From an optimization exercise on the open Yosys and OpenROAD flow, aimed at small area and few clock cycles per item; shortcuts taken in it are not production practice.
In this exercise RTL edits were held to simulation tests only and were not proved equivalent to the original.

== tundra ==
Design stereo_voice_volume_pan_law, start of the top module:
module stereo_voice_volume_pan_law (
  input  logic        clk_i,
  input  logic        rst_ni,
  input  logic        in_valid_i,
  output logic        in_ready_o,
  input  logic [6:0]  in_voice_level_i,
  input  logic [6:0]  in_cmd_volume_i,
  input  logic [6:0]  in_cmd_pan_i,
  input  logic [6:0]  in_tone_volume_i,
  input  logic [6:0]  in_tone_pan_i,
  input  logic [6:0]  in_program_volume_i,
  output logic        out_valid_o,
  input  logic        out_ready_i,
  output logic [13:0] out_left_level_o,
  output logic [13:0] out_right_level_o,
  input  logic        cfg_we_i,
  input  logic [1:0]  cfg_idx_i,
  input  logic [6:0]  cfg_data_i
);
For scale: ~5600 cells after synthesis, about 86 I/O pins, ~60000 sq um of cells after synthesis.
==> flow/config.mk <==
export PLATFORM = sky130hd
export DESIGN_NAME = stereo_voice_volume_pan_law
export DESIGN_NICKNAME = stereo_voice_volume_pan_law
export VERILOG_FILES = /design/flow/design.v
export SDC_FILE = /design/flow/constraint.sdc
export NUM_CORES = 4
export LEC_CHECK = 0
export CAP_MARGIN = 20
export CORE_MARGIN = 2
export CORE_UTILIZATION = 40
export CTS_BUF_LIST = sky130_fd_sc_hd__clkbuf_8
export CTS_CLUSTER_DIAMETER = 60
export CTS_CLUSTER_SIZE = 12
export GPL_TIMING_DRIVEN = 0
export SLEW_MARGIN = 20
export SYNTH_HIERARCHICAL = 1
export SYNTH_MINIMUM_KEEP_SIZE = 0
==> flow/constraint.sdc <==
create_clock -name core_clock -period 7.0 [get_ports {clk_i}]
set_input_delay 1.4000 -clock core_clock [delete_from_list [all_inputs] [get_ports {clk_i}]]
set_output_delay 1.4000 -clock core_clock [all_outputs]
set_load 0.01 [all_outputs]
standard.sh (not shown) runs the stock make flow with config.mk's settings and CLKGATE_MAP_FILE= SYNTH_SCRIPT=/design/flow/synth_recipe.tcl, a recipe that flattens the netlist after the stock synthesis.
==> flow/flow/run.sh <==
#!/bin/bash
# The standard layout (standard.sh, all steps) with two settings of its own:
#  - each port gets a sky130_fd_sc_hd__buf_1 as its buffer (the standard flow
#    picks a larger delay buffer);
#  - clock tree synthesis uses clkbuf_8 leaf clusters of at most 12 sinks and
#    inserts no dummy loads.
# standard.sh's full output goes to standard.log in this folder.
set -euo pipefail
export BUFFER_PORTS_ARGS="-buffer_cell sky130_fd_sc_hd__buf_1"
export CTS_ARGS="-sink_clustering_enable -repair_clock_nets -dont_use_dummy_load -buf_list sky130_fd_sc_hd__clkbuf_8 -sink_clustering_size 12 -sink_clustering_max_diameter 60"
bash standard.sh finish > standard.log 2>&1
tundra: PASS, flow complete, no timing, DRC or antenna violations
Testbench counts of tundra, summed over its fixed seeds: cycles 9,672, items 9,600.
Setup changes, tundra to violet
Settings: GPL_TIMING_DRIVEN: 0 -> unset.
==> run summary <==
tundra vs violet, worst setup path endpoint: r_q6[12] vs r_q7[12]. Post-route non-filler standard cell count: violet and tundra compared, lower one is violet. Compared with tundra, violet shows share of the clock period used by the worst path lower by 2.6 points. The topmost layer with routed signal wires comes out met5 in one run and met4 in the other, namely in violet and tundra respectively.
For amber, these inputs were changed with respect to violet:
Settings: an added GPL_TIMING_DRIVEN of 0.
==> flow/run.sh (new file) <==
#!/bin/bash
# synth_recipe.tcl (not shown) runs the flow's synth.tcl, then flattens the netlist and writes it again
# the make line also repeats each setting of config.mk as NAME=value (left out here)
make -C /OpenROAD-flow-scripts/flow DESIGN_CONFIG=/design/flow/config.mk WORK_HOME=/design/flow/orfs CLKGATE_MAP_FILE= SYNTH_SCRIPT=/design/flow/synth_recipe.tcl finish
removed: flow/flow/run.sh
removed: flow/standard.sh
[summary]
- Changes observed in amber relative to violet: global-route wire length before repair saw an increase.
- amber vs. violet: total number of vias went up by about 2.5%; total routing usage reported by global routing went up by 0.36 points.
- Share of cell area taken by flip-flops and latches for amber: 0.61 points down relative to violet

Setup of run 1:
stereo_voice_volume_pan_law, a different RTL version from the one above (not shown whole).
For scale: ~5600 cells after synthesis, roughly 86 I/O pins.
==> flow/design.v (excerpt) <==
module stereo_voice_volume_pan_law (
  input  logic        clk_i,
  input  logic        rst_ni,
  input  logic        in_valid_i,
  output logic        in_ready_o,
  input  logic [6:0]  in_voice_level_i,
  input  logic [6:0]  in_cmd_volume_i,
  input  logic [6:0]  in_cmd_pan_i,
  input  logic [6:0]  in_tone_volume_i,
  input  logic [6:0]  in_tone_pan_i,
  input  logic [6:0]  in_program_volume_i,
  output logic        out_valid_o,
  input  logic        out_ready_i,
  output logic [13:0] out_left_level_o,
  output logic [13:0] out_right_level_o,
  input  logic        cfg_we_i,
  input  logic [1:0]  cfg_idx_i,
  input  logic [6:0]  cfg_data_i
);
  localparam logic [1:0]  CfgMono   = 2'd0;
  localparam logic [1:0]  CfgSfx    = 2'd1;
  localparam logic [1:0]  CfgMaster = 2'd2;
  logic [7:0] vld_q;       
  logic       adv;         
  logic       busy;        
  logic       stale_s_q;   
  logic       stale_m_q;   
  logic       take;
  assign adv        = !vld_q[7] || out_ready_i;
  assign busy       = |vld_q[6:0];
  assign in_ready_o = adv && (busy ? !(stale_s_q || stale_m_q) : !(stale_s_q && stale_m_q));
  assign take       = in_valid_i && in_ready_o;
  always_ff @(posedge clk_i or negedge rst_ni) begin
    if (!rst_ni) begin
      vld_q <= '0;
    end else if (adv) begin
      vld_q <= {vld_q[6:0], take};
    end
  end
  logic        mono_q;
  logic [6:0]  sfx_q, master_q;           
  logic [13:0] sfx_use_q, master_use_q;   
  logic [13:0] cfg_sq;
  logic        copy_s, copy_m;
  assign copy_s = !busy && stale_s_q && !(stale_m_q && cfg_we_i && cfg_idx_i == CfgSfx);
  assign copy_m = !busy && stale_m_q && !copy_s;
  svv_sq7f u_cfg_sq (.a(copy_s ? sfx_q : master_q), .y(cfg_sq));
  always_ff @(posedge clk_i or negedge rst_ni) begin
    if (!rst_ni) begin
      mono_q    <= 1'b0;
      sfx_q     <= 7'd127;
      master_q  <= 7'd127;
      stale_s_q <= 1'b1;
      stale_m_q <= 1'b1;
    end else begin
      if (cfg_we_i && cfg_idx_i == CfgSfx) begin
        stale_s_q <= 1'b1;
      end else if (copy_s) begin
        stale_s_q <= 1'b0;
      end
      if (cfg_we_i && cfg_idx_i == CfgMaster) begin
        stale_m_q <= 1'b1;
      end else if (copy_m) begin
        stale_m_q <= 1'b0;
      end
      if (cfg_we_i) begin
        case (cfg_idx_i)
          CfgMono:   mono_q   <= cfg_data_i[0];
          CfgSfx:    sfx_q    <= cfg_data_i;
  ...
==> flow/config.mk <==
export PLATFORM = sky130hd
export DESIGN_NAME = stereo_voice_volume_pan_law
export DESIGN_NICKNAME = stereo_voice_volume_pan_law
export VERILOG_FILES = /design/flow/design.v
export SDC_FILE = /design/flow/constraint.sdc
export NUM_CORES = 4
export LEC_CHECK = 0
export CAP_MARGIN = 20
export CORE_MARGIN = 2
export CORE_UTILIZATION = 40
export CTS_BUF_LIST = sky130_fd_sc_hd__clkbuf_8
export CTS_CLUSTER_DIAMETER = 60
export CTS_CLUSTER_SIZE = 12
export SLEW_MARGIN = 20
export SYNTH_HIERARCHICAL = 1
export SYNTH_MINIMUM_KEEP_SIZE = 0
==> flow/constraint.sdc <==
create_clock -name core_clock -period 7.0 [get_ports {clk_i}]
set_input_delay 1.4000 -clock core_clock [delete_from_list [all_inputs] [get_ports {clk_i}]]
set_output_delay 1.4000 -clock core_clock [all_outputs]
set_load 0.01 [all_outputs]
==> flow/flow/run.sh <==
#!/bin/bash
# The standard layout (standard.sh) with settings of its own:
#  - synthesis is standard.sh's, unchanged;
#  - each port gets a sky130_fd_sc_hd__buf_1 as its buffer (the standard flow
#    picks a larger delay buffer);
#  - clock tree synthesis uses clkbuf_8 leaf clusters of at most 12 sinks and
#    inserts no dummy loads;
#  - from floorplan on, the resizer may not use the larger buffers.
# Each standard.sh run's full output goes to a log in this folder.
set -euo pipefail
bash standard.sh synth > standard_synth.log 2>&1
export BUFFER_PORTS_ARGS="-buffer_cell sky130_fd_sc_hd__buf_1"
export CTS_ARGS="-sink_clustering_enable -repair_clock_nets -dont_use_dummy_load -buf_list sky130_fd_sc_hd__clkbuf_8 -sink_clustering_size 12 -sink_clustering_max_diameter 60"
export DONT_USE_CELLS="sky130_fd_sc_hd__buf_4 sky130_fd_sc_hd__buf_6 sky130_fd_sc_hd__buf_8 sky130_fd_sc_hd__buf_12 sky130_fd_sc_hd__buf_16 sky130_fd_sc_hd__clkbuf_4 sky130_fd_sc_hd__clkbuf_16"
bash standard.sh finish > standard.log 2>&1
Testbench counts of run 1, summed over its fixed seeds: cycles 9,672, items 9,600.
--- input diff run 1..run 2 ---
# run 1
export LEC_CHECK = 0
export CAP_MARGIN = 20
export CORE_MARGIN = 2
export CORE_UTILIZATION = 40
export CTS_BUF_LIST = sky130_fd_sc_hd__clkbuf_8
export CTS_CLUSTER_DIAMETER = 60
export CTS_CLUSTER_SIZE = 12
export SLEW_MARGIN = 20
export SYNTH_HIERARCHICAL = 1
export SYNTH_MINIMUM_KEEP_SIZE = 0
create_clock -name core_clock -period 7.0 [get_ports {clk_i}]
# run 2
export LEC_CHECK = 0
export CAP_MARGIN = 20
export CORE_MARGIN = 2
export CORE_UTILIZATION = 40
export CTS_BUF_LIST = sky130_fd_sc_hd__clkbuf_8
export CTS_CLUSTER_DIAMETER = 70
export CTS_CLUSTER_SIZE = 15
export SLEW_MARGIN = 20
export SYNTH_HIERARCHICAL = 1
export SYNTH_MINIMUM_KEEP_SIZE = 0
create_clock -name core_clock -period 7.0 [get_ports {clk_i}]
==> flow/flow/run.sh <==
#!/bin/bash
# The standard layout (standard.sh, all steps) with two settings of its own:
#  - each port gets a sky130_fd_sc_hd__buf_1 as its buffer (the standard flow
#    picks a larger delay buffer);
#  - clock tree synthesis uses clkbuf_8 leaf clusters of at most 15 sinks and
#    inserts no dummy loads.
# standard.sh's full output goes to standard.log in this folder.
set -euo pipefail
export BUFFER_PORTS_ARGS="-buffer_cell sky130_fd_sc_hd__buf_1"
export CTS_ARGS="-sink_clustering_enable -repair_clock_nets -dont_use_dummy_load -buf_list sky130_fd_sc_hd__clkbuf_8 -sink_clustering_size 15 -sink_clustering_max_diameter 70"
bash standard.sh finish > standard.log 2>&1
Core utilization: run 2 vs run 1 — no meaningful difference. Comparing run 2 with run 1, the post-route cell area came out essentially unchanged. | global router's overall resource usage | run 1 vs run 2 | ≈ equal |. In run 2 relative to run 1, maximum achievable frequency had gone up slightly. Remaining antenna violation count after routing came out exactly the same in run 2 and run 1. On smallest setup slack after layout, run 1 loses to run 2. In terms of worst hold-check slack, run 2 and run 1 differ only marginally.
Setup changes, run 2 to run 3
# run 2
export LEC_CHECK = 0
export CAP_MARGIN = 20
export CORE_MARGIN = 2
export CORE_UTILIZATION = 40
export CTS_BUF_LIST = sky130_fd_sc_hd__clkbuf_8
export CTS_CLUSTER_DIAMETER = 70
export CTS_CLUSTER_SIZE = 15
export SLEW_MARGIN = 20
export SYNTH_HIERARCHICAL = 1
export SYNTH_MINIMUM_KEEP_SIZE = 0
create_clock -name core_clock -period 7.0 [get_ports {clk_i}]
# run 3
export LEC_CHECK = 0
export CAP_MARGIN = 20
export CORE_MARGIN = 2
export CORE_UTILIZATION = 40
export CTS_BUF_LIST = sky130_fd_sc_hd__clkbuf_8
export CTS_CLUSTER_DIAMETER = 60
export CTS_CLUSTER_SIZE = 12
export SLEW_MARGIN = 20
export SYNTH_HIERARCHICAL = 1
export SYNTH_MINIMUM_KEEP_SIZE = 0
create_clock -name core_clock -period 7.0 [get_ports {clk_i}]
-- flow/flow/run.sh --
<<< run 2, line 5
#  - clock tree synthesis uses clkbuf_8 leaf clusters of at most 15 sinks and
>>> run 3, line 5
#  - clock tree synthesis uses clkbuf_8 leaf clusters of at most 12 sinks and
<<< run 2, line 10
export CTS_ARGS="-sink_clustering_enable -repair_clock_nets -dont_use_dummy_load -buf_list sky130_fd_sc_hd__clkbuf_8 -sink_clustering_size 15 -sink_clustering_max_diameter 70"
>>> run 3, line 10
export CTS_ARGS="-sink_clustering_enable -repair_clock_nets -dont_use_dummy_load -buf_list sky130_fd_sc_hd__clkbuf_8 -sink_clustering_size 12 -sink_clustering_max_diameter 60"
==> run summary <==
Taking run 2 as the reference, in run 3 ratio of final minimum period to clock period now larger, global-route total usage across every layer comparable, via count comparable.
Across run 2 and run 3, the outcome is the same: a clean finish for every run.
Final core area utilization essentially unchanged between run 2 and run 3.
What run 3 reported for clock tree buffer count of the final layout has to be multiplied by 0.821 to get the figure for run 2.
Against run 2, maximum frequency in run 3 came out worse.
Modified inputs, run 4 compared to run 3
# run 3
export LEC_CHECK = 0
export CAP_MARGIN = 20
export CORE_MARGIN = 2
export CORE_UTILIZATION = 40
export CTS_BUF_LIST = sky130_fd_sc_hd__clkbuf_8
export CTS_CLUSTER_DIAMETER = 60
export CTS_CLUSTER_SIZE = 12
export SLEW_MARGIN = 20
export SYNTH_HIERARCHICAL = 1
export SYNTH_MINIMUM_KEEP_SIZE = 0
create_clock -name core_clock -period 7.0 [get_ports {clk_i}]
# run 4
export LEC_CHECK = 0
export CAP_MARGIN = 20
export CORE_MARGIN = 2
export CORE_UTILIZATION = 55
export CTS_BUF_LIST = sky130_fd_sc_hd__clkbuf_8
export CTS_CLUSTER_DIAMETER = 70
export CTS_CLUSTER_SIZE = 15
export PLACE_DENSITY = 0.8
export SLEW_MARGIN = 20
export SYNTH_HIERARCHICAL = 1
export SYNTH_MINIMUM_KEEP_SIZE = 0
create_clock -name core_clock -period 7.0 [get_ports {clk_i}]
-- flow/flow/run.sh --
<<< run 3, line 5
#  - clock tree synthesis uses clkbuf_8 leaf clusters of at most 12 sinks and
>>> run 4, line 5
#  - clock tree synthesis uses clkbuf_8 leaf clusters of at most 15 sinks and
<<< run 3, line 10
export CTS_ARGS="-sink_clustering_enable -repair_clock_nets -dont_use_dummy_load -buf_list sky130_fd_sc_hd__clkbuf_8 -sink_clustering_size 12 -sink_clustering_max_diameter 60"
>>> run 4, line 10
export CTS_ARGS="-sink_clustering_enable -repair_clock_nets -dont_use_dummy_load -buf_list sky130_fd_sc_hd__clkbuf_8 -sink_clustering_size 15 -sink_clustering_max_diameter 70"
==> comparison <==
| sum of routed wire segments on met1 | higher: run 3 |
met5 as the highest layer used for signal routing was reported by run 4, and met4 by run 3.
Going from run 3 to run 4, number of clock buffer instances in the layout has decreased, clock slew at the register clock pins of the worst setup and hold paths saw little to no change, non-clock buffer count now smaller.

## static timing again, ports no longer ideal
How much do the figures lean on ideal ports? The routed layouts below were timed once more, with nothing changed but the port constraints.
Step 1 (the two cells are an assumption about what drives the block):
set clk [get_ports {clk_i}]
set_driving_cell -lib_cell sky130_fd_sc_hd__clkbuf_16 $clk
set_driving_cell -lib_cell sky130_fd_sc_hd__buf_2 [delete_from_list [all_inputs] $clk]
Step 2, shift: input delay + t, output delay - t, t = (earliest + latest rising clock arrival at the registers) / 2. This alone moves slack from input paths to output paths.
Three values: no drivers, after step 1, after step 2; two values: the first two.
run	t, ns	setup slack, ns	worst slew at a driven data input, ns
tundra	0.755	0.162 / 0.162 / 0.162	0.05
violet	0.784	0.345 / 0.345 / 0.345	0.10
amber	0.831	0.183 / 0.183 / 0.042	0.07
run 1	0.785	0.227 / 0.227 / 0.227	0.13
run 2	0.761	0.316 / 0.316 / 0.316	0.13
run 3	0.785	0.227 / 0.227 / 0.227	0.13
run 4	0.715	0.315 / 0.315 / 0.315	0.11
After both steps setup and hold are still met in every run listed. The setup slack of amber, which loses most, moves by 0.000 ns with the drivers and by -0.141 ns with both steps.
